From an optimization exercise on the open Yosys and OpenROAD flow, aimed at small area, a short achievable clock period and few clock cycles per item; shortcuts taken in it are not production practice. Only simulation tests tie the RTL to the original design; equivalence was not proved. Power and IR drop assume default switching activity.

==> flow/design.v, too long to show whole: its modules and the start of the top module <==
// module operand_store: 186 lines
// module window_sequencer: 112 lines
// module mac_pool: 72 lines
// module mac_tree: 1907 lines
// module result_serializer: 37 lines
// module cad_top: 98 lines
module cad_top #(
  parameter int IMG_SIDE = 8,
  parameter int IMG_COUNT = 2,
  parameter int KER_COUNT = 2,
  localparam int IMG_IDX_W = (IMG_COUNT > 1) ? $clog2(IMG_COUNT) : 1,
  localparam int KER_IDX_W = (KER_COUNT > 1) ? $clog2(KER_COUNT) : 1
) (
  input  logic                 clk,
  input  logic                 rst_n,
  input  logic                 i_in_valid,
  input  cad_pkg::data_t       i_matrix,
  input  logic                 i_start,
  input  logic [IMG_IDX_W-1:0] i_img_idx,
  input  logic [KER_IDX_W-1:0] i_ker_idx,
  output logic                 o_busy,
  output logic                 o_out_valid,
  output logic                 o_out_value
);
  // ...
==> flow/run.sh <==
#!/bin/bash
# synth_recipe.tcl (not shown) runs the flow's synth.tcl, then flattens the netlist and writes it again
# the make line also repeats each setting of config.mk as NAME=value (left out here)
make -C /OpenROAD-flow-scripts/flow DESIGN_CONFIG=/design/flow/config.mk WORK_HOME=/design/flow/orfs CLKGATE_MAP_FILE= SYNTH_SCRIPT=/design/flow/synth_recipe.tcl finish
==> flow/config.mk <==
export PLATFORM = sky130hd
export DESIGN_NAME = cad_top
export DESIGN_NICKNAME = cad_top
export VERILOG_FILES = /design/flow/design.v
export SDC_FILE = /design/flow/constraint.sdc
export NUM_CORES = 4
export LEC_CHECK = 0
export CAP_MARGIN = 20
export CORE_MARGIN = 2
export CORE_UTILIZATION = 40
export PLACE_DENSITY = 0.6
export SLEW_MARGIN = 20
==> flow/constraint.sdc <==
create_clock -name core_clock -period 12.0 [get_ports {clk}]
set_input_delay 2.4000 -clock core_clock [delete_from_list [all_inputs] [get_ports {clk}]]
set_output_delay 2.4000 -clock core_clock [all_outputs]
set_load 0.01 [all_outputs]
==> impl_metrics.csv, run 1 <==
group,metric,value,unit
global_routing,grt_util_met1,24.45,%
sta,setup_tns,0,ns
logic_synthesis,synth-adder-area-share,11.38,%
layout,layout.nonclk_buf_share,0.5286,%
clock_tree,inserted_clock_buffers,176,
sta,min_clock_period_post_route,5.047,ns
worst_setup_path,timing.critical_path.slowest_cell_delay,0.59,ns
global_routing,grt_usage,17.78,%
logic_synthesis,synth_commonest_cells,"dfxtp_1 (1578), inv_1 (328), fa_1 (304)",
logic_synthesis,synth-compound-area-share,3.631,%
layout,largest_class,"registers",
logic_synthesis,synth_area_per_cell,14.15,um2
worst_setup_path,crit_family,"adder cells",
worst_setup_path,critPathSlowestCell,"fa_1",
die,die_h,398.9,um
clock_tree,postCtsHoldBufs,0,
logic_synthesis,xor_xnor_cell_area_share_of_the_yosys_netlist,0.5175,%
outcome,outcome,"timing/DRC/antenna clean",
die,io-pin-count,17,
sta,layout_worst_path_cycle_share,42.06,%
clock_tree,cts.repair.resized,0,
layout,antenna-diode-count,8,
worst_setup_path,rr_startpoint,"u_mac.a_pix[12]",
clock_tree,cts_tree,"done",
global_routing,grt_max_degree,72,
pwr,vdd_ir_drop_max,0.0002716,V
sta,layout_setup_ws,6.953,ns
sta,highest_achievable_clock_rate,0.1981,GHz
layout,final_core_util,45.99,%
Testbench counts, summed over its fixed seeds: cycles 6,456, jobs 48.
==> module window_sequencer, before the edit <==
module window_sequencer (
  input  logic       clk,
  input  logic       rst_n,
  input  logic       i_start,
  input  logic       i_img_idx,
  input  logic       i_ker_idx,
  input  logic       i_done,
  input  logic [2:0] i_ph8,
  input  logic [2:0] i_ph5,
  input  logic       i_pending,
  output logic       o_busy,
  output logic       o_img_sel,
  output logic       o_ker_sel,
  output logic [1:0] o_islot,
  output logic [1:0] o_rbase,
  output logic [2:0] o_kslot,
  output logic       o_v,
  output logic       o_first,
  output logic       o_last,
  output logic       o_bfirst,
  output logic       o_blast,
  output logic       o_jlast
);
  logic       run;
  logic       wt;
  logic       mirror;
  logic [3:0] n;
  logic [3:0] n_nxt;
  logic [2:0] j;
  logic [2:0] xcol;
  logic [2:0] xcol_nxt;
  logic [2:0] islot;
  logic [2:0] ph8_n;
  logic [2:0] ph5_n;
  logic       start_ok;
  logic       go;
  assign start_ok = i_start && !o_busy;
  assign go = (start_ok || wt) && !i_pending;
  assign n_nxt = n + 1'b1;
  assign ph8_n = i_ph8 + 1'b1;
  assign ph5_n = (i_ph5 == 3'd4) ? 3'd0 : i_ph5 + 1'b1;
  assign o_rbase = {n[3], n[1]};
  assign o_islot = islot[2:1];
  assign o_v = run;
  assign o_first = (j == 3'd0);
  assign o_last = (j == 3'd4);
  assign o_bfirst = (n[1:0] == 2'd0);
  assign o_blast = (n[1:0] == 2'd3);
  assign o_jlast = (n == 4'd15);
  always_comb begin
    if (go) begin
      xcol_nxt = {2'b0, ph8_n[0]};
    end else if (o_last) begin
      xcol_nxt = {1'b0, n_nxt[2], n_nxt[0] ^ mirror};
    end else begin
      xcol_nxt = xcol + 1'b1;
    end
  end
  always_ff @(posedge clk or negedge rst_n) begin
    if (!rst_n) begin
      o_img_sel <= 1'b0;
      o_ker_sel <= 1'b0;
    end else if (start_ok) begin
      o_img_sel <= i_img_idx;
      o_ker_sel <= i_ker_idx;
    end
  end
  always_ff @(posedge clk or negedge rst_n) begin
    if (!rst_n) begin
      o_busy <= 1'b0;
    end else if (start_ok) begin
      o_busy <= 1'b1;
    end else if (i_done) begin
      o_busy <= 1'b0;
    end
  end
  always_ff @(posedge clk or negedge rst_n) begin
    if (!rst_n) begin
      run <= 1'b0;
      wt <= 1'b0;
      mirror <= 1'b0;
      n <= '0;
      j <= '0;
      xcol <= '0;
      islot <= '0;
      o_kslot <= '0;
    end else begin
      xcol <= xcol_nxt;
      islot <= ph8_n - xcol_nxt;
      if (go) begin
        wt <= 1'b0;
        run <= 1'b1;
        mirror <= ph8_n[0];
        n <= '0;
        j <= '0;
        o_kslot <= ph5_n;
      end else if (start_ok) begin
        wt <= 1'b1;
      end else if (run) begin
        if (o_last) begin
          j <= '0;
          n <= n_nxt;
          if (o_jlast) begin
            run <= 1'b0;
          end
        end else begin
          j <= j + 1'b1;
        end
      end
    end
  end
endmodule
==> module mac_pool, before the edit <==
module mac_pool (
  input  logic            clk,
  input  logic            rst_n,
  input  logic [4:0][7:0] i_pix,
  input  logic [4:0][7:0] i_ker,
  input  logic            i_v,
  input  logic            i_first,
  input  logic            i_last,
  input  logic            i_bfirst,
  input  logic            i_blast,
  input  logic            i_jlast,
  output cad_pkg::acc_t   o_res,
  output logic            o_res_valid,
  output logic            o_res_jlast
);
  localparam logic [19:0] ACC_INIT = 20'h39900;
  logic [4:0][7:0] a_pix;
  logic [4:0][7:0] a_ker;
  logic a_v, a_first, a_last, a_bfirst, a_blast, a_jlast;
  logic [19:0] t_s;
  logic [19:0] t_c;
  logic [19:0] b_s;
  logic [19:0] b_c;
  logic b_v, b_first, b_last, b_bfirst, b_blast, b_jlast;
  cad_pkg::acc_t acc;
  logic c_v, c_bfirst, c_blast, c_jlast;
  cad_pkg::acc_t mx;
  cad_pkg::acc_t res;
  always_ff @(posedge clk) begin
    a_pix <= i_pix;
    a_ker <= i_ker;
  end
  always_ff @(posedge clk or negedge rst_n) begin
    if (!rst_n) begin
      {a_v, a_first, a_last, a_bfirst, a_blast, a_jlast} <= '0;
      {b_v, b_first, b_last, b_bfirst, b_blast, b_jlast} <= '0;
      {c_v, c_bfirst, c_blast, c_jlast} <= '0;
    end else begin
      {a_v, a_first, a_last, a_bfirst, a_blast, a_jlast} <=
        {i_v, i_first, i_last, i_bfirst, i_blast, i_jlast};
      {b_v, b_first, b_last, b_bfirst, b_blast, b_jlast} <=
        {a_v, a_first, a_last, a_bfirst, a_blast, a_jlast};
      c_v <= b_v && b_last;
      {c_bfirst, c_blast, c_jlast} <= {b_bfirst, b_blast, b_jlast};
    end
  end
  mac_tree u_tree (
    .a0 (a_pix[0]), .b0 (a_ker[0]),
    .a1 (a_pix[1]), .b1 (a_ker[1]),
    .a2 (a_pix[2]), .b2 (a_ker[2]),
    .a3 (a_pix[3]), .b3 (a_ker[3]),
    .a4 (a_pix[4]), .b4 (a_ker[4]),
    .o_s(t_s),
    .o_c(t_c)
  );
  always_ff @(posedge clk) begin
    b_s <= t_s;
    b_c <= t_c;
  end
  always_ff @(posedge clk) begin
    acc <= (b_first ? ACC_INIT : acc) + b_s + b_c;
  end
  assign res = (acc > mx) ? acc : mx;
  always_ff @(posedge clk) begin
    if (c_v && !c_blast) begin
      mx <= c_bfirst ? acc : res;
    end
  end
  assign o_res = res;
  assign o_res_valid = c_v && c_blast;
  assign o_res_jlast = c_jlast;
endmodule
==> inputs of run 2 (changes only) <==
--- a/flow/design.v
+++ b/flow/design.v
@@ -228,3 +228,2 @@
   logic [2:0] xcol;
-  logic [2:0] xcol_nxt;
   logic [2:0] islot;
@@ -247,10 +246,13 @@
   assign o_jlast = (n == 4'd15);
+  logic [2:0] xcol_run;
+  logic [2:0] islot_run;
+  logic [2:0] islot_go;
   always_comb begin
-    if (go) begin
-      xcol_nxt = {2'b0, ph8_n[0]};
-    end else if (o_last) begin
-      xcol_nxt = {1'b0, n_nxt[2], n_nxt[0] ^ mirror};
+    if (o_last) begin
+      xcol_run = {1'b0, n_nxt[2], n_nxt[0] ^ mirror};
     end else begin
-      xcol_nxt = xcol + 1'b1;
+      xcol_run = xcol + 1'b1;
     end
+    islot_run = ph8_n - xcol_run;
+    islot_go = {ph8_n[2:1], 1'b0};
   end
@@ -285,4 +287,4 @@
     end else begin
-      xcol <= xcol_nxt;
-      islot <= ph8_n - xcol_nxt;
+      xcol <= go ? {2'b0, ph8_n[0]} : xcol_run;
+      islot <= go ? islot_go : islot_run;
       if (go) begin
@@ -330,9 +332,9 @@
   logic a_v, a_first, a_last, a_bfirst, a_blast, a_jlast;
-  logic [19:0] t_s;
-  logic [19:0] t_c;
-  logic [19:0] b_s;
-  logic [19:0] b_c;
   logic b_v, b_first, b_last, b_bfirst, b_blast, b_jlast;
+  logic [19:0] acc_s;
+  logic [19:0] acc_c;
   cad_pkg::acc_t acc;
   logic c_v, c_bfirst, c_blast, c_jlast;
+  cad_pkg::acc_t d_val;
+  logic d_v, d_bfirst, d_blast, d_jlast;
   cad_pkg::acc_t mx;
@@ -348,3 +350,5 @@
       {c_v, c_bfirst, c_blast, c_jlast} <= '0;
+      {d_v, d_bfirst, d_blast, d_jlast} <= '0;
     end else begin
+      {d_v, d_bfirst, d_blast, d_jlast} <= {c_v, c_bfirst, c_blast, c_jlast};
       {a_v, a_first, a_last, a_bfirst, a_blast, a_jlast} <=
@@ -357,22 +361,23 @@
   end
-  mac_tree u_tree (
-    .a0 (a_pix[0]), .b0 (a_ker[0]),
-    .a1 (a_pix[1]), .b1 (a_ker[1]),
-    .a2 (a_pix[2]), .b2 (a_ker[2]),
-    .a3 (a_pix[3]), .b3 (a_ker[3]),
-    .a4 (a_pix[4]), .b4 (a_ker[4]),
-    .o_s(t_s),
-    .o_c(t_c)
+  mac_pipe #(
+    .ACC_INIT(ACC_INIT)
+  ) u_pipe (
+    .clk    (clk),
+    .a0     (a_pix[0]), .b0 (a_ker[0]),
+    .a1     (a_pix[1]), .b1 (a_ker[1]),
+    .a2     (a_pix[2]), .b2 (a_ker[2]),
+    .a3     (a_pix[3]), .b3 (a_ker[3]),
+    .a4     (a_pix[4]), .b4 (a_ker[4]),
+    .i_init (b_first),
+    .o_acc_s(acc_s),
+    .o_acc_c(acc_c)
   );
+  assign acc = acc_s + acc_c;
   always_ff @(posedge clk) begin
-    b_s <= t_s;
-    b_c <= t_c;
+    d_val <= acc;
   end
+  assign res = (d_val > mx) ? d_val : mx;
   always_ff @(posedge clk) begin
-    acc <= (b_first ? ACC_INIT : acc) + b_s + b_c;
-  end
-  assign res = (acc > mx) ? acc : mx;
-  always_ff @(posedge clk) begin
-    if (c_v && !c_blast) begin
-      mx <= c_bfirst ? acc : res;
+    if (d_v && !d_blast) begin
+      mx <= d_bfirst ? d_val : res;
     end
@@ -380,19 +385,29 @@
   assign o_res = res;
-  assign o_res_valid = c_v && c_blast;
-  assign o_res_jlast = c_jlast;
+  assign o_res_valid = d_v && d_blast;
+  assign o_res_jlast = d_jlast;
 endmodule
-module mac_tree (
-  input  logic [7:0] a0,
-  input  logic [7:0] b0,
-  input  logic [7:0] a1,
-  input  logic [7:0] b1,
-  input  logic [7:0] a2,
-  input  logic [7:0] b2,
-  input  logic [7:0] a3,
-  input  logic [7:0] b3,
-  input  logic [7:0] a4,
-  input  logic [7:0] b4,
-  output logic [19:0] o_s,
-  output logic [19:0] o_c
+module mac_pipe #(
+  parameter logic [19:0] ACC_INIT = 20'h0
+) (
+  input  logic        clk,
+  input  logic [7:0]  a0,
+  input  logic [7:0]  b0,
+  input  logic [7:0]  a1,
+  input  logic [7:0]  b1,
+  input  logic [7:0]  a2,
+  input  logic [7:0]  b2,
+  input  logic [7:0]  a3,
+  input  logic [7:0]  b3,
+  input  logic [7:0]  a4,
+  input  logic [7:0]  b4,
+  input  logic        i_init,
+  output logic [19:0] o_acc_s,
+  output logic [19:0] o_acc_c
 );
+  logic [92:0] t1;
+  logic [92:0] r1;
+  logic [19:0] ins;
+  logic [19:0] inc;
+  logic [19:0] nxt_s;
+  logic [19:0] nxt_c;
   logic pp1;
@@ -1323,2 +1338,76 @@
   logic c926;
+  logic s927;
+  logic c928;
+  logic s929;
+  logic c930;
+  logic s931;
+  logic c932;
+  logic s933;
+  logic c934;
+  logic s935;
+  logic c936;
+  logic s937;
+  logic c938;
+  logic s939;
+  logic c940;
+  logic s941;
+  logic c942;
+  logic s943;
+  logic c944;
+  logic s945;
+  logic c946;
+  logic s947;
+  logic c948;
+  logic s949;
+  logic c950;
+  logic s951;
+  logic c952;
+  logic s953;
+  logic c954;
+  logic s955;
+  logic c956;
+  logic s957;
+  logic c958;
+  logic s959;
+  logic c960;
+  logic s961;
+  logic c962;
+  logic s963;
+  logic c964;
+  logic s965;
+  logic c966;
+  logic s967;
+  logic c968;
+  logic s969;
+  logic c970;
+  logic s971;
+  logic c972;
+  logic s973;
+  logic c974;
+  logic s975;
+  logic c976;
+  logic s977;
+  logic c978;
+  logic s979;
+  logic c980;
+  logic s981;
+  logic c982;
+  logic s983;
+  logic c984;
+  logic s985;
+  logic c986;
+  logic s987;
+  logic c988;
+  logic s989;
+  logic c990;
+  logic s991;
+  logic c992;
+  logic s993;
+  logic c994;
+  logic s995;
+  logic c996;
+  logic s997;
+  logic c998;
+  logic s999;
+  logic c1000;
   assign pp1 = a0[0] & b0[0];
@@ -2123,168 +2212,342 @@
   assign c800 = (c712 & c714) | (c712 & c716) | (c714 & c716);
-  assign s801 = pp1 ^ pp65;
-  assign c802 = pp1 & pp65;
-  assign s803 = pp201 ^ pp258 ^ pp265;
-  assign c804 = (pp201 & pp258) | (pp201 & pp265) | (pp258 & pp265);
-  assign s805 = s621 ^ s719;
-  assign c806 = s621 & s719;
-  assign s807 = c622 ^ s723 ^ s725;
-  assign c808 = (c622 & s723) | (c622 & s725) | (s723 & s725);
-  assign s809 = s727 ^ c720 ^ c722;
-  assign c810 = (s727 & c720) | (s727 & c722) | (c720 & c722);
-  assign s811 = s729 ^ s731 ^ s733;
-  assign c812 = (s729 & s731) | (s729 & s733) | (s731 & s733);
-  assign s813 = c724 ^ c726 ^ c728;
-  assign c814 = (c724 & c726) | (c724 & c728) | (c726 & c728);
-  assign s815 = s735 ^ s737 ^ s739;
-  assign c816 = (s735 & s737) | (s735 & s739) | (s737 & s739);
-  assign s817 = c730 ^ c732 ^ c734;
-  assign c818 = (c730 & c732) | (c730 & c734) | (c732 & c734);
-  assign s819 = s741 ^ s743 ^ s745;
-  assign c820 = (s741 & s743) | (s741 & s745) | (s743 & s745);
-  assign s821 = c736 ^ c738 ^ c740;
-  assign c822 = (c736 & c738) | (c736 & c740) | (c738 & c740);
-  assign s823 = s747 ^ s749 ^ s751;
-  assign c824 = (s747 & s749) | (s747 & s751) | (s749 & s751);
-  assign s825 = c742 ^ c744 ^ c746;
-  assign c826 = (c742 & c744) | (c742 & c746) | (c744 & c746);
-  assign s827 = s753 ^ s755 ^ s757;
-  assign c828 = (s753 & s755) | (s753 & s757) | (s755 & s757);
-  assign s829 = c748 ^ c750 ^ c752;
-  assign c830 = (c748 & c750) | (c748 & c752) | (c750 & c752);
-  assign s831 = s759 ^ s761 ^ s763;
-  assign c832 = (s759 & s761) | (s759 & s763) | (s761 & s763);
-  assign s833 = c754 ^ c756 ^ c758;
-  assign c834 = (c754 & c756) | (c754 & c758) | (c756 & c758);
-  assign s835 = s765 ^ s767 ^ s769;
-  assign c836 = (s765 & s767) | (s765 & s769) | (s767 & s769);
-  assign s837 = c760 ^ c762 ^ c764;
-  assign c838 = (c760 & c762) | (c760 & c764) | (c762 & c764);
-  assign s839 = s771 ^ s773 ^ s775;
-  assign c840 = (s771 & s773) | (s771 & s775) | (s773 & s775);
-  assign s841 = c766 ^ c768 ^ c770;
-  assign c842 = (c766 & c768) | (c766 & c770) | (c768 & c770);
-  assign s843 = s777 ^ s779 ^ s781;
-  assign c844 = (s777 & s779) | (s777 & s781) | (s779 & s781);
-  assign s845 = c772 ^ c774 ^ c776;
-  assign c846 = (c772 & c774) | (c772 & c776) | (c774 & c776);
-  assign s847 = s783 ^ s785 ^ s787;
-  assign c848 = (s783 & s785) | (s783 & s787) | (s785 & s787);
-  assign s849 = c778 ^ c780 ^ c782;
-  assign c850 = (c778 & c780) | (c778 & c782) | (c780 & c782);
-  assign s851 = s789 ^ s791 ^ s793;
-  assign c852 = (s789 & s791) | (s789 & s793) | (s791 & s793);
-  assign s853 = c784 ^ c786 ^ c788;
-  assign c854 = (c784 & c786) | (c784 & c788) | (c786 & c788);
-  assign s855 = s795 ^ s797 ^ s799;
-  assign c856 = (s795 & s797) | (s795 & s799) | (s797 & s799);
-  assign s857 = c790 ^ c792 ^ c794;
-  assign c858 = (c790 & c792) | (c790 & c794) | (c792 & c794);
-  assign s859 = c718 ^ c796 ^ c798;
-  assign c860 = (c718 & c796) | (c718 & c798) | (c796 & c798);
-  assign s861 = pp129 ^ pp193;
-  assign c862 = pp129 & pp193;
-  assign s863 = s721 ^ s803 ^ s805;
-  assign c864 = (s721 & s803) | (s721 & s805) | (s803 & s805);
-  assign s865 = s807 ^ s809 ^ c804;
-  assign c866 = (s807 & s809) | (s807 & c804) | (s809 & c804);
-  assign s867 = s811 ^ s813 ^ c808;
-  assign c868 = (s811 & s813) | (s811 & c808) | (s813 & c808);
-  assign s869 = s815 ^ s817 ^ c812;
-  assign c870 = (s815 & s817) | (s815 & c812) | (s817 & c812);
-  assign s871 = s819 ^ s821 ^ c816;
-  assign c872 = (s819 & s821) | (s819 & c816) | (s821 & c816);
-  assign s873 = s823 ^ s825 ^ c820;
-  assign c874 = (s823 & s825) | (s823 & c820) | (s825 & c820);
-  assign s875 = s827 ^ s829 ^ c824;
-  assign c876 = (s827 & s829) | (s827 & c824) | (s829 & c824);
-  assign s877 = s831 ^ s833 ^ c828;
-  assign c878 = (s831 & s833) | (s831 & c828) | (s833 & c828);
-  assign s879 = s835 ^ s837 ^ c832;
-  assign c880 = (s835 & s837) | (s835 & c832) | (s837 & c832);
-  assign s881 = s839 ^ s841 ^ c836;
-  assign c882 = (s839 & s841) | (s839 & c836) | (s841 & c836);
-  assign s883 = s843 ^ s845 ^ c840;
-  assign c884 = (s843 & s845) | (s843 & c840) | (s845 & c840);
-  assign s885 = s847 ^ s849 ^ c844;
-  assign c886 = (s847 & s849) | (s847 & c844) | (s849 & c844);
-  assign s887 = s851 ^ s853 ^ c848;
-  assign c888 = (s851 & s853) | (s851 & c848) | (s853 & c848);
-  assign s889 = s855 ^ s857 ^ c852;
-  assign c890 = (s855 & s857) | (s855 & c852) | (s857 & c852);
-  assign s891 = c800 ^ s859 ^ c856;
-  assign c892 = (c800 & s859) | (c800 & c856) | (s859 & c856);
-  assign s893 = pp257 ^ s801;
-  assign c894 = pp257 & s801;
-  assign s895 = c802 ^ s863 ^ c862;
-  assign c896 = (c802 & s863) | (c802 & c862) | (s863 & c862);
-  assign s897 = c806 ^ s865 ^ c864;
-  assign c898 = (c806 & s865) | (c806 & c864) | (s865 & c864);
-  assign s899 = c810 ^ s867 ^ c866;
-  assign c900 = (c810 & s867) | (c810 & c866) | (s867 & c866);
-  assign s901 = c814 ^ s869 ^ c868;
-  assign c902 = (c814 & s869) | (c814 & c868) | (s869 & c868);
-  assign s903 = c818 ^ s871 ^ c870;
-  assign c904 = (c818 & s871) | (c818 & c870) | (s871 & c870);
-  assign s905 = c822 ^ s873 ^ c872;
-  assign c906 = (c822 & s873) | (c822 & c872) | (s873 & c872);
-  assign s907 = c826 ^ s875 ^ c874;
-  assign c908 = (c826 & s875) | (c826 & c874) | (s875 & c874);
-  assign s909 = c830 ^ s877 ^ c876;
-  assign c910 = (c830 & s877) | (c830 & c876) | (s877 & c876);
-  assign s911 = c834 ^ s879 ^ c878;
-  assign c912 = (c834 & s879) | (c834 & c878) | (s879 & c878);
-  assign s913 = c838 ^ s881 ^ c880;
-  assign c914 = (c838 & s881) | (c838 & c880) | (s881 & c880);
-  assign s915 = c842 ^ s883 ^ c882;
-  assign c916 = (c842 & s883) | (c842 & c882) | (s883 & c882);
-  assign s917 = c846 ^ s885 ^ c884;
-  assign c918 = (c846 & s885) | (c846 & c884) | (s885 & c884);
-  assign s919 = c850 ^ s887 ^ c886;
-  assign c920 = (c850 & s887) | (c850 & c886) | (s887 & c886);
-  assign s921 = c854 ^ s889 ^ c888;
-  assign c922 = (c854 & s889) | (c854 & c888) | (s889 & c888);
-  assign s923 = c858 ^ s891 ^ c890;
-  assign c924 = (c858 & s891) | (c858 & c890) | (s891 & c890);
-  assign s925 = c860 ^ c892;
-  assign c926 = c860 & c892;
-  assign o_s[0] = s861;
-  assign o_c[0] = s893;
-  assign o_s[1] = s895;
-  assign o_c[1] = c894;
-  assign o_s[2] = s897;
-  assign o_c[2] = c896;
-  assign o_s[3] = s899;
-  assign o_c[3] = c898;
-  assign o_s[4] = s901;
-  assign o_c[4] = c900;
-  assign o_s[5] = s903;
-  assign o_c[5] = c902;
-  assign o_s[6] = s905;
-  assign o_c[6] = c904;
-  assign o_s[7] = s907;
-  assign o_c[7] = c906;
-  assign o_s[8] = s909;
-  assign o_c[8] = c908;
-  assign o_s[9] = s911;
-  assign o_c[9] = c910;
-  assign o_s[10] = s913;
-  assign o_c[10] = c912;
-  assign o_s[11] = s915;
-  assign o_c[11] = c914;
-  assign o_s[12] = s917;
-  assign o_c[12] = c916;
-  assign o_s[13] = s919;
-  assign o_c[13] = c918;
-  assign o_s[14] = s921;
-  assign o_c[14] = c920;
-  assign o_s[15] = s923;
-  assign o_c[15] = c922;
-  assign o_s[16] = s925;
-  assign o_c[16] = c924;
-  assign o_s[17] = c926;
-  assign o_c[17] = 1'b0;
-  assign o_s[18] = 1'b0;
-  assign o_c[18] = 1'b0;
-  assign o_s[19] = 1'b0;
-  assign o_c[19] = 1'b0;
+  assign s801 = r1[0] ^ r1[1];
+  assign c802 = r1[0] & r1[1];
+  assign s803 = r1[5] ^ r1[6] ^ r1[7];
+  assign c804 = (r1[5] & r1[6]) | (r1[5] & r1[7]) | (r1[6] & r1[7]);
+  assign s805 = r1[8] ^ r1[9];
+  assign c806 = r1[8] & r1[9];
+  assign s807 = r1[11] ^ r1[12] ^ r1[13];
+  assign c808 = (r1[11] & r1[12]) | (r1[11] & r1[13]) | (r1[12] & r1[13]);
+  assign s809 = r1[14] ^ r1[15] ^ r1[16];
+  assign c810 = (r1[14] & r1[15]) | (r1[14] & r1[16]) | (r1[15] & r1[16]);
+  assign s811 = r1[17] ^ r1[18] ^ r1[19];
+  assign c812 = (r1[17] & r1[18]) | (r1[17] & r1[19]) | (r1[18] & r1[19]);
+  assign s813 = r1[20] ^ r1[21] ^ r1[22];
+  assign c814 = (r1[20] & r1[21]) | (r1[20] & r1[22]) | (r1[21] & r1[22]);
+  assign s815 = r1[23] ^ r1[24] ^ r1[25];
+  assign c816 = (r1[23] & r1[24]) | (r1[23] & r1[25]) | (r1[24] & r1[25]);
+  assign s817 = r1[26] ^ r1[27] ^ r1[28];
+  assign c818 = (r1[26] & r1[27]) | (r1[26] & r1[28]) | (r1[27] & r1[28]);
+  assign s819 = r1[29] ^ r1[30] ^ r1[31];
+  assign c820 = (r1[29] & r1[30]) | (r1[29] & r1[31]) | (r1[30] & r1[31]);
+  assign s821 = r1[32] ^ r1[33] ^ r1[34];
+  assign c822 = (r1[32] & r1[33]) | (r1[32] & r1[34]) | (r1[33] & r1[34]);
+  assign s823 = r1[35] ^ r1[36] ^ r1[37];
+  assign c824 = (r1[35] & r1[36]) | (r1[35] & r1[37]) | (r1[36] & r1[37]);
+  assign s825 = r1[38] ^ r1[39] ^ r1[40];
+  assign c826 = (r1[38] & r1[39]) | (r1[38] & r1[40]) | (r1[39] & r1[40]);
+  assign s827 = r1[41] ^ r1[42] ^ r1[43];
+  assign c828 = (r1[41] & r1[42]) | (r1[41] & r1[43]) | (r1[42] & r1[43]);
+  assign s829 = r1[44] ^ r1[45] ^ r1[46];
+  assign c830 = (r1[44] & r1[45]) | (r1[44] & r1[46]) | (r1[45] & r1[46]);
+  assign s831 = r1[47] ^ r1[48] ^ r1[49];
+  assign c832 = (r1[47] & r1[48]) | (r1[47] & r1[49]) | (r1[48] & r1[49]);
+  assign s833 = r1[50] ^ r1[51] ^ r1[52];
+  assign c834 = (r1[50] & r1[51]) | (r1[50] & r1[52]) | (r1[51] & r1[52]);
+  assign s835 = r1[53] ^ r1[54] ^ r1[55];
+  assign c836 = (r1[53] & r1[54]) | (r1[53] & r1[55]) | (r1[54] & r1[55]);
+  assign s837 = r1[56] ^ r1[57] ^ r1[58];
+  assign c838 = (r1[56] & r1[57]) | (r1[56] & r1[58]) | (r1[57] & r1[58]);
+  assign s839 = r1[59] ^ r1[60] ^ r1[61];
+  assign c840 = (r1[59] & r1[60]) | (r1[59] & r1[61]) | (r1[60] & r1[61]);
+  assign s841 = r1[62] ^ r1[63] ^ r1[64];
+  assign c842 = (r1[62] & r1[63]) | (r1[62] & r1[64]) | (r1[63] & r1[64]);
+  assign s843 = r1[65] ^ r1[66] ^ r1[67];
+  assign c844 = (r1[65] & r1[66]) | (r1[65] & r1[67]) | (r1[66] & r1[67]);
+  assign s845 = r1[68] ^ r1[69] ^ r1[70];
+  assign c846 = (r1[68] & r1[69]) | (r1[68] & r1[70]) | (r1[69] & r1[70]);
+  assign s847 = r1[71] ^ r1[72] ^ r1[73];
+  assign c848 = (r1[71] & r1[72]) | (r1[71] & r1[73]) | (r1[72] & r1[73]);
+  assign s849 = r1[74] ^ r1[75] ^ r1[76];
+  assign c850 = (r1[74] & r1[75]) | (r1[74] & r1[76]) | (r1[75] & r1[76]);
+  assign s851 = r1[77] ^ r1[78] ^ r1[79];
+  assign c852 = (r1[77] & r1[78]) | (r1[77] & r1[79]) | (r1[78] & r1[79]);
+  assign s853 = r1[80] ^ r1[81] ^ r1[82];
+  assign c854 = (r1[80] & r1[81]) | (r1[80] & r1[82]) | (r1[81] & r1[82]);
+  assign s855 = r1[83] ^ r1[84] ^ r1[85];
+  assign c856 = (r1[83] & r1[84]) | (r1[83] & r1[85]) | (r1[84] & r1[85]);
+  assign s857 = r1[86] ^ r1[87] ^ r1[88];
+  assign c858 = (r1[86] & r1[87]) | (r1[86] & r1[88]) | (r1[87] & r1[88]);
+  assign s859 = r1[89] ^ r1[90] ^ r1[91];
+  assign c860 = (r1[89] & r1[90]) | (r1[89] & r1[91]) | (r1[90] & r1[91]);
+  assign s861 = r1[2] ^ r1[3] ^ r1[4];
+  assign c862 = (r1[2] & r1[3]) | (r1[2] & r1[4]) | (r1[3] & r1[4]);
+  assign s863 = r1[10] ^ ins[1] ^ inc[1];
+  assign c864 = (r1[10] & ins[1]) | (r1[10] & inc[1]) | (ins[1] & inc[1]);
+  assign s865 = s803 ^ s805;
+  assign c866 = s803 & s805;
+  assign s867 = ins[2] ^ inc[2] ^ s807;
+  assign c868 = (ins[2] & inc[2]) | (ins[2] & s807) | (inc[2] & s807);
+  assign s869 = s809 ^ c804 ^ c806;
+  assign c870 = (s809 & c804) | (s809 & c806) | (c804 & c806);
+  assign s871 = ins[3] ^ inc[3] ^ s811;
+  assign c872 = (ins[3] & inc[3]) | (ins[3] & s811) | (inc[3] & s811);
+  assign s873 = s813 ^ c808 ^ c810;
+  assign c874 = (s813 & c808) | (s813 & c810) | (c808 & c810);
+  assign s875 = ins[4] ^ inc[4] ^ s815;
+  assign c876 = (ins[4] & inc[4]) | (ins[4] & s815) | (inc[4] & s815);
+  assign s877 = s817 ^ c812 ^ c814;
+  assign c878 = (s817 & c812) | (s817 & c814) | (c812 & c814);
+  assign s879 = ins[5] ^ inc[5] ^ s819;
+  assign c880 = (ins[5] & inc[5]) | (ins[5] & s819) | (inc[5] & s819);
+  assign s881 = s821 ^ c816 ^ c818;
+  assign c882 = (s821 & c816) | (s821 & c818) | (c816 & c818);
+  assign s883 = ins[6] ^ inc[6] ^ s823;
+  assign c884 = (ins[6] & inc[6]) | (ins[6] & s823) | (inc[6] & s823);
+  assign s885 = s825 ^ c820 ^ c822;
+  assign c886 = (s825 & c820) | (s825 & c822) | (c820 & c822);
+  assign s887 = ins[7] ^ inc[7] ^ s827;
+  assign c888 = (ins[7] & inc[7]) | (ins[7] & s827) | (inc[7] & s827);
+  assign s889 = s829 ^ c824 ^ c826;
+  assign c890 = (s829 & c824) | (s829 & c826) | (c824 & c826);
+  assign s891 = ins[8] ^ inc[8] ^ s831;
+  assign c892 = (ins[8] & inc[8]) | (ins[8] & s831) | (inc[8] & s831);
+  assign s893 = s833 ^ c828 ^ c830;
+  assign c894 = (s833 & c828) | (s833 & c830) | (c828 & c830);
+  assign s895 = ins[9] ^ inc[9] ^ s835;
+  assign c896 = (ins[9] & inc[9]) | (ins[9] & s835) | (inc[9] & s835);
+  assign s897 = s837 ^ c832 ^ c834;
+  assign c898 = (s837 & c832) | (s837 & c834) | (c832 & c834);
+  assign s899 = ins[10] ^ inc[10] ^ s839;
+  assign c900 = (ins[10] & inc[10]) | (ins[10] & s839) | (inc[10] & s839);
+  assign s901 = s841 ^ c836 ^ c838;
+  assign c902 = (s841 & c836) | (s841 & c838) | (c836 & c838);
+  assign s903 = ins[11] ^ inc[11] ^ s843;
+  assign c904 = (ins[11] & inc[11]) | (ins[11] & s843) | (inc[11] & s843);
+  assign s905 = s845 ^ c840 ^ c842;
+  assign c906 = (s845 & c840) | (s845 & c842) | (c840 & c842);
+  assign s907 = ins[12] ^ inc[12] ^ s847;
+  assign c908 = (ins[12] & inc[12]) | (ins[12] & s847) | (inc[12] & s847);
+  assign s909 = s849 ^ c844 ^ c846;
+  assign c910 = (s849 & c844) | (s849 & c846) | (c844 & c846);
+  assign s911 = ins[13] ^ inc[13] ^ s851;
+  assign c912 = (ins[13] & inc[13]) | (ins[13] & s851) | (inc[13] & s851);
+  assign s913 = s853 ^ c848 ^ c850;
+  assign c914 = (s853 & c848) | (s853 & c850) | (c848 & c850);
+  assign s915 = ins[14] ^ inc[14] ^ s855;
+  assign c916 = (ins[14] & inc[14]) | (ins[14] & s855) | (inc[14] & s855);
+  assign s917 = s857 ^ c852 ^ c854;
+  assign c918 = (s857 & c852) | (s857 & c854) | (c852 & c854);
+  assign s919 = r1[92] ^ ins[15] ^ inc[15];
+  assign c920 = (r1[92] & ins[15]) | (r1[92] & inc[15]) | (ins[15] & inc[15]);
+  assign s921 = s859 ^ c856 ^ c858;
+  assign c922 = (s859 & c856) | (s859 & c858) | (c856 & c858);
+  assign s923 = ins[16] ^ inc[16];
+  assign c924 = ins[16] & inc[16];
+  assign s925 = ins[0] ^ inc[0];
+  assign c926 = ins[0] & inc[0];
+  assign s927 = c802 ^ s863 ^ s865;
+  assign c928 = (c802 & s863) | (c802 & s865) | (s863 & s865);
+  assign s929 = s867 ^ s869 ^ c864;
+  assign c930 = (s867 & s869) | (s867 & c864) | (s869 & c864);
+  assign s931 = s871 ^ s873 ^ c868;
+  assign c932 = (s871 & s873) | (s871 & c868) | (s873 & c868);
+  assign s933 = s875 ^ s877 ^ c872;
+  assign c934 = (s875 & s877) | (s875 & c872) | (s877 & c872);
+  assign s935 = s879 ^ s881 ^ c876;
+  assign c936 = (s879 & s881) | (s879 & c876) | (s881 & c876);
+  assign s937 = s883 ^ s885 ^ c880;
+  assign c938 = (s883 & s885) | (s883 & c880) | (s885 & c880);
+  assign s939 = s887 ^ s889 ^ c884;
+  assign c940 = (s887 & s889) | (s887 & c884) | (s889 & c884);
+  assign s941 = s891 ^ s893 ^ c888;
+  assign c942 = (s891 & s893) | (s891 & c888) | (s893 & c888);
+  assign s943 = s895 ^ s897 ^ c892;
+  assign c944 = (s895 & s897) | (s895 & c892) | (s897 & c892);
+  assign s945 = s899 ^ s901 ^ c896;
+  assign c946 = (s899 & s901) | (s899 & c896) | (s901 & c896);
+  assign s947 = s903 ^ s905 ^ c900;
+  assign c948 = (s903 & s905) | (s903 & c900) | (s905 & c900);
+  assign s949 = s907 ^ s909 ^ c904;
+  assign c950 = (s907 & s909) | (s907 & c904) | (s909 & c904);
+  assign s951 = s911 ^ s913 ^ c908;
+  assign c952 = (s911 & s913) | (s911 & c908) | (s913 & c908);
+  assign s953 = s915 ^ s917 ^ c912;
+  assign c954 = (s915 & s917) | (s915 & c912) | (s917 & c912);
+  assign s955 = s919 ^ s921 ^ c916;
+  assign c956 = (s919 & s921) | (s919 & c916) | (s921 & c916);
+  assign s957 = c860 ^ s923 ^ c920;
+  assign c958 = (c860 & s923) | (c860 & c920) | (s923 & c920);
+  assign s959 = ins[17] ^ inc[17];
+  assign c960 = ins[17] & inc[17];
+  assign s961 = s801 ^ s861;
+  assign c962 = s801 & s861;
+  assign s963 = c862 ^ s927 ^ c926;
+  assign c964 = (c862 & s927) | (c862 & c926) | (s927 & c926);
+  assign s965 = c866 ^ s929 ^ c928;
+  assign c966 = (c866 & s929) | (c866 & c928) | (s929 & c928);
+  assign s967 = c870 ^ s931 ^ c930;
+  assign c968 = (c870 & s931) | (c870 & c930) | (s931 & c930);
+  assign s969 = c874 ^ s933 ^ c932;
+  assign c970 = (c874 & s933) | (c874 & c932) | (s933 & c932);
+  assign s971 = c878 ^ s935 ^ c934;
+  assign c972 = (c878 & s935) | (c878 & c934) | (s935 & c934);
+  assign s973 = c882 ^ s937 ^ c936;
+  assign c974 = (c882 & s937) | (c882 & c936) | (s937 & c936);
+  assign s975 = c886 ^ s939 ^ c938;
+  assign c976 = (c886 & s939) | (c886 & c938) | (s939 & c938);
+  assign s977 = c890 ^ s941 ^ c940;
+  assign c978 = (c890 & s941) | (c890 & c940) | (s941 & c940);
+  assign s979 = c894 ^ s943 ^ c942;
+  assign c980 = (c894 & s943) | (c894 & c942) | (s943 & c942);
+  assign s981 = c898 ^ s945 ^ c944;
+  assign c982 = (c898 & s945) | (c898 & c944) | (s945 & c944);
+  assign s983 = c902 ^ s947 ^ c946;
+  assign c984 = (c902 & s947) | (c902 & c946) | (s947 & c946);
+  assign s985 = c906 ^ s949 ^ c948;
+  assign c986 = (c906 & s949) | (c906 & c948) | (s949 & c948);
+  assign s987 = c910 ^ s951 ^ c950;
+  assign c988 = (c910 & s951) | (c910 & c950) | (s951 & c950);
+  assign s989 = c914 ^ s953 ^ c952;
+  assign c990 = (c914 & s953) | (c914 & c952) | (s953 & c952);
+  assign s991 = c918 ^ s955 ^ c954;
+  assign c992 = (c918 & s955) | (c918 & c954) | (s955 & c954);
+  assign s993 = c922 ^ s957 ^ c956;
+  assign c994 = (c922 & s957) | (c922 & c956) | (s957 & c956);
+  assign s995 = c924 ^ s959 ^ c958;
+  assign c996 = (c924 & s959) | (c924 & c958) | (s959 & c958);
+  assign s997 = ins[18] ^ inc[18] ^ c960;
+  assign c998 = (ins[18] & inc[18]) | (ins[18] & c960) | (inc[18] & c960);
+  assign s999 = ins[19] ^ inc[19];
+  assign c1000 = ins[19] & inc[19];
+  assign t1[0] = pp1;
+  assign t1[1] = pp65;
+  assign t1[2] = pp129;
+  assign t1[3] = pp193;
+  assign t1[4] = pp257;
+  assign t1[5] = pp201;
+  assign t1[6] = pp258;
+  assign t1[7] = pp265;
+  assign t1[8] = s621;
+  assign t1[9] = s719;
+  assign t1[10] = s721;
+  assign t1[11] = c622;
+  assign t1[12] = s723;
+  assign t1[13] = s725;
+  assign t1[14] = s727;
+  assign t1[15] = c720;
+  assign t1[16] = c722;
+  assign t1[17] = s729;
+  assign t1[18] = s731;
+  assign t1[19] = s733;
+  assign t1[20] = c724;
+  assign t1[21] = c726;
+  assign t1[22] = c728;
+  assign t1[23] = s735;
+  assign t1[24] = s737;
+  assign t1[25] = s739;
+  assign t1[26] = c730;
+  assign t1[27] = c732;
+  assign t1[28] = c734;
+  assign t1[29] = s741;
+  assign t1[30] = s743;
+  assign t1[31] = s745;
+  assign t1[32] = c736;
+  assign t1[33] = c738;
+  assign t1[34] = c740;
+  assign t1[35] = s747;
+  assign t1[36] = s749;
+  assign t1[37] = s751;
+  assign t1[38] = c742;
+  assign t1[39] = c744;
+  assign t1[40] = c746;
+  assign t1[41] = s753;
+  assign t1[42] = s755;
+  assign t1[43] = s757;
+  assign t1[44] = c748;
+  assign t1[45] = c750;
+  assign t1[46] = c752;
+  assign t1[47] = s759;
+  assign t1[48] = s761;
+  assign t1[49] = s763;
+  assign t1[50] = c754;
+  assign t1[51] = c756;
+  assign t1[52] = c758;
+  assign t1[53] = s765;
+  assign t1[54] = s767;
+  assign t1[55] = s769;
+  assign t1[56] = c760;
+  assign t1[57] = c762;
+  assign t1[58] = c764;
+  assign t1[59] = s771;
+  assign t1[60] = s773;
+  assign t1[61] = s775;
+  assign t1[62] = c766;
+  assign t1[63] = c768;
+  assign t1[64] = c770;
+  assign t1[65] = s777;
+  assign t1[66] = s779;
+  assign t1[67] = s781;
+  assign t1[68] = c772;
+  assign t1[69] = c774;
+  assign t1[70] = c776;
+  assign t1[71] = s783;
+  assign t1[72] = s785;
+  assign t1[73] = s787;
+  assign t1[74] = c778;
+  assign t1[75] = c780;
+  assign t1[76] = c782;
+  assign t1[77] = s789;
+  assign t1[78] = s791;
+  assign t1[79] = s793;
+  assign t1[80] = c784;
+  assign t1[81] = c786;
+  assign t1[82] = c788;
+  assign t1[83] = s795;
+  assign t1[84] = s797;
+  assign t1[85] = s799;
+  assign t1[86] = c790;
+  assign t1[87] = c792;
+  assign t1[88] = c794;
+  assign t1[89] = c718;
+  assign t1[90] = c796;
+  assign t1[91] = c798;
+  assign t1[92] = c800;
+  assign ins = i_init ? ACC_INIT : o_acc_s;
+  assign inc = i_init ? 20'h0 : o_acc_c;
+  assign nxt_s[0] = s925;
+  assign nxt_c[0] = s961;
+  assign nxt_s[1] = s963;
+  assign nxt_c[1] = c962;
+  assign nxt_s[2] = s965;
+  assign nxt_c[2] = c964;
+  assign nxt_s[3] = s967;
+  assign nxt_c[3] = c966;
+  assign nxt_s[4] = s969;
+  assign nxt_c[4] = c968;
+  assign nxt_s[5] = s971;
+  assign nxt_c[5] = c970;
+  assign nxt_s[6] = s973;
+  assign nxt_c[6] = c972;
+  assign nxt_s[7] = s975;
+  assign nxt_c[7] = c974;
+  assign nxt_s[8] = s977;
+  assign nxt_c[8] = c976;
+  assign nxt_s[9] = s979;
+  assign nxt_c[9] = c978;
+  assign nxt_s[10] = s981;
+  assign nxt_c[10] = c980;
+  assign nxt_s[11] = s983;
+  assign nxt_c[11] = c982;
+  assign nxt_s[12] = s985;
+  assign nxt_c[12] = c984;
+  assign nxt_s[13] = s987;
+  assign nxt_c[13] = c986;
+  assign nxt_s[14] = s989;
+  assign nxt_c[14] = c988;
+  assign nxt_s[15] = s991;
+  assign nxt_c[15] = c990;
+  assign nxt_s[16] = s993;
+  assign nxt_c[16] = c992;
+  assign nxt_s[17] = s995;
+  assign nxt_c[17] = c994;
+  assign nxt_s[18] = s997;
+  assign nxt_c[18] = c996;
+  assign nxt_s[19] = s999;
+  assign nxt_c[19] = c998;
+  always_ff @(posedge clk) begin
+    r1 <= t1;
+    o_acc_s <= nxt_s;
+    o_acc_c <= nxt_c;
+  end
 endmodule
==> impl_metrics.csv, run 2 <==
group,metric,value,unit
global_routing,grt_max_degree,92,
layout,largest_reg_flops,1024,
sta,hold_viol_final,0,
clock_tree,cts.clk_slew.worst_paths,0.06,ns
pwr,power.share.clock,29.4,%
die,initial_core_util,40.37,%
logic_synthesis,syn-cell-area,65050,um2
clock_tree,clockBufferDepth,3,
layout,layout_top_registers,"u_store.img x1024, u_store.ker x400, u_mac.u_pipe.r1 x93",
logic_synthesis,synth.ff_latch_count,1897,
place,gp_routability_congestion,0.8317,
sta,worst_relative_slew_slack,27.85,%
clock_tree,clk_latency,0.82,ns
layout,postLayoutCellArea,73870,um2
sta,min_clock_period_post_route,4.149,ns
sta,layout_setup_ws,7.851,ns
clock_tree,cts_max_level,4,
logic_synthesis,ys_seq_area_share,61.20,%
place,portBuffers,16,
logic_synthesis,xor_xnor_cell_area_share_of_the_yosys_netlist,0.4443,%
sta,report.final.slew_viol_count,0,
routing,drtAntennaViolNets,0,
clock_tree,postCtsHoldBufs,0,
logic_synthesis,postSynth.asyncResetShare,4.006,%
pwr,netSwitchingFraction,30.95,%
sta,setup_tns,0,ns
place,placement.setup.worst_slack,7.259,ns
sta,layout_worst_path_cycle_share,34.57,%
layout,drive_above_1_share,18.90,%
logic_synthesis,synth-compound-area-share,3.274,%
pwr,net-switching-power,6.094,mW
pwr,vdd_ir_drop_max,0.0001835,V
global_routing,grt.overflow.total,0,
die,die-width,407.3,um
logic_synthesis,synth_edf_count,145,
die,dieArea,165900,um2
flow_run,max_cap_violations,0,
clock_tree,cts_tree,"done",
logic_synthesis,netlist_top_cells_area,"dfxtp_1 (52%), fa_1 (9.9%), mux4_2 (6.8%)",
logic_synthesis,synth-adder-area-share,11.51,%
die,io-pin-count,17,
logic_synthesis,largest_family_of_logic_cells_by_synthesized_area,"multiplexers",
logic_synthesis,synth.most_common_cell,"dfxtp_1",
worst_setup_path,worst-path-max-fanout,3,
global_routing,via_count_of_the_first_global_routing_pass,35250,
worst_setup_path,startpoint_type,"flop",
worst_setup_path,critPathKind,"reg -> out",
sta,hold-worst-slack,0.2922,ns
layout,finish.cell_count_without_fillers,6955,
logic_synthesis,synth.distinct_cells,73,
routing,detailedRoute.firstIterationViolations,1884,
sta,setup_viol_count_final,0,
place,dp.cells,6628,
clock_tree,tritoncts_num_sinks,1897,
pwr,finalPower,19.69,mW
clock_tree,inserted_clock_buffers,175,
routing,vias,33410,
routing,number_of_design_rule_violations_left_after_detail_routing,0,
logic_synthesis,synth_commonest_cells,"dfxtp_1 (1676), inv_1 (349), mux2_2 (326)",
place,placed_area,67660,um2
worst_setup_path,end_kind,"output port",
pwr,power.sequential.fraction,46.1,%
logic_synthesis,synth_warnings,5,
worst_setup_path,critPathSlowestCell,"clkdlybuf4s50_1",
logic_synthesis,synth_area_per_cell,14.26,um2
logic_synthesis,synth-simple-area-share,5.686,%
die,die_h,407.3,um
worst_setup_path,timing.critical_path.buf_inv,1,
logic_synthesis,synth.net_count,4983,
sta,final.setup_skew,0.07391,ns
sta,grt_setup_unrepaired,"false",
worst_setup_path,crit_path_cell_trace,"clkdlybuf4s50_1",
worst_setup_path,timing.critical_path.required,9.60,ns
worst_setup_path,timing.critical_path.slowest_cell_delay,0.56,ns
layout,layout_commonest_cell,"dfxtp_1",
global_routing,grt_antenna_before_repair,8,
global_routing,grt_pass1_wl,212800,um
hold_path,hold_path_class,"reg -> reg",
place,detailed_place_hpwl,92970,um
clock_tree,cts.repair.resized,0,
pwr,power.leakage,30.28,nW
logic_synthesis,synth.largest_area_cell,"dfxtp_1",
sta,worst_pin_slew,1.080,ns
pwr,internal-power,13.60,mW
worst_setup_path,crit_family,"buffers and inverters",
sta,highest_achievable_clock_rate,0.2410,GHz
die,floorplan.core_area,161100,um2
outcome,outcome,"timing/DRC/antenna clean",
routing,wire_length_per_cell_after_detailed_routing,19.74,um
clock_tree,cts_root_buf,"clkbuf_16",
pwr,pwr-share-comb,24.6,%
layout,layout_common_cells,"dfxtp_1 (1676), inv_1 (348), mux2_2 (326)",
logic_synthesis,synthMuxAreaShare,15.03,%
clock_tree,post_cts.repair.setup_buffers,0,
layout,final_core_util,45.85,%
routing,detailedRoute.firstPassIterationCount,5,
pwr,pwr_density_cell,266.6,nW/um2
global_routing,grt_usage,16.66,%
layout,syn_to_final_growth,13.57,%
die,fp-row-count,147,
logic_synthesis,netlist.area_leader.share,51.58,%
worst_setup_path,critical_path_arrival,1.75,ns
layout,final_net_count,5066,
layout,regMostFlops,"u_store.img",
routing,route.detailed.vias_per_inst,4.803,
logic_synthesis,synth_ff_type,"dfxtp_1",
logic_synthesis,synthCells,4563,
routing,total_detailed_routing_wirelength,137300,um
[run 2: worst register-to-register path: cells and delay by family, from the launching register on]
kind                     cells  cell delay (ns)
multiplexers                 2             0.80
adder cells (fa/ha/maj)      1             0.82
AND/OR/NAND/NOR              2             0.82
flip-flops                   1             0.48
XOR/XNOR                     1             0.29
buffers and inverters        1             0.13
AO/OA/AOI/OAI                2             0.66
[run 2: layout make-up]
cell class,instances,area (um2)
fillers,14300,87250
diodes,2,5.005
multi-input cells,2174,23420
well taps,2160,2703
clock inverters,74,1008
flip-flops and latches,1897,39830
repair buffers,47,402.9
inverters,351,1318
clock buffers,250,5181
[run 2: final timing paths]
check                      slack, ns                to              from  depth (start not counted)
min in group asynchronous       1.51         u_mac.c_v             rst_n                          1
max in group asynchronous       9.31  u_seq.o_kslot[2]             rst_n                          2
hold reg to reg                 0.29  u_store.img[208]  u_store.img[200]                          0
setup / recovery                7.85            o_busy      u_seq.o_busy                          1
hold / removal                  0.29  u_store.img[208]  u_store.img[200]                          0
setup reg to reg                7.88  u_store.ker[367]    u_store.ph5[0]                          9
[run 2: power by group through the flow]
stage | clock network [mW] | logic [mW] | registers, mW
floorplan | 0 | 3.75 | 8.59
global placement | 0 | 4.83 | 9.15
detailed placement | 0 | 4.92 | 9.19
CTS | 5.92 | 4.94 | 9.08
global route | 6.18 | 5.53 | 9.25
finish | 5.78 | 4.84 | 9.07
[run 2: cell families (layout without fill, tap and decap cells)]
| kind of cell | after synthesis | in the layout |
|---|---|---|
| AO/OA/AOI/OAI | 332 | 332 |
| XOR/XNOR | 33 | 33 |
| adder cells (fa/ha/maj) | 406 | 406 |
| buffers and inverters | 492 | 722 |
| flip-flops | 1897 | 1897 |
| multiplexers | 681 | 681 |
| other | 0 | 2 |
| AND/OR/NAND/NOR | 722 | 722 |
[run 2: per-layer routing]
metal	part of all wire [%]	track usage, %
met5	0	0
met4	2.8	5.556
met3	5.6	3.554
met2	45	25.78
met1	47	23.27
Testbench counts of run 2, summed over its fixed seeds: cycles 6,504, jobs 48.

separate check: timing with driven ports:
Ports are ideal in the flow. The routed layouts listed here were re-timed in OpenROAD. Step 1 assumes that a clkbuf_16 drives the clock port and a buf_2 every other input. Step 2 also shifts input and output timing later by t, the mid clock arrival at the registers, as if the neighbouring blocks saw the same clock. a / b / c = no drivers / after step 1 / after step 2; a / b = the first two.
| run | t (ns) | setup slack, ns | worst slew at a driven data input, ns |
|---|---|---|---|
| run 1 | 0.865 | 6.953 / 6.953 / 6.953 | 0.07 |
| run 2 | 0.863 | 7.851 / 7.772 / 7.247 | 0.05 |
After both steps every run listed still meets setup and hold. For run 2, which loses most, drivers alone change the setup slack by -0.079 ns; drivers and shift together by -0.604 ns.
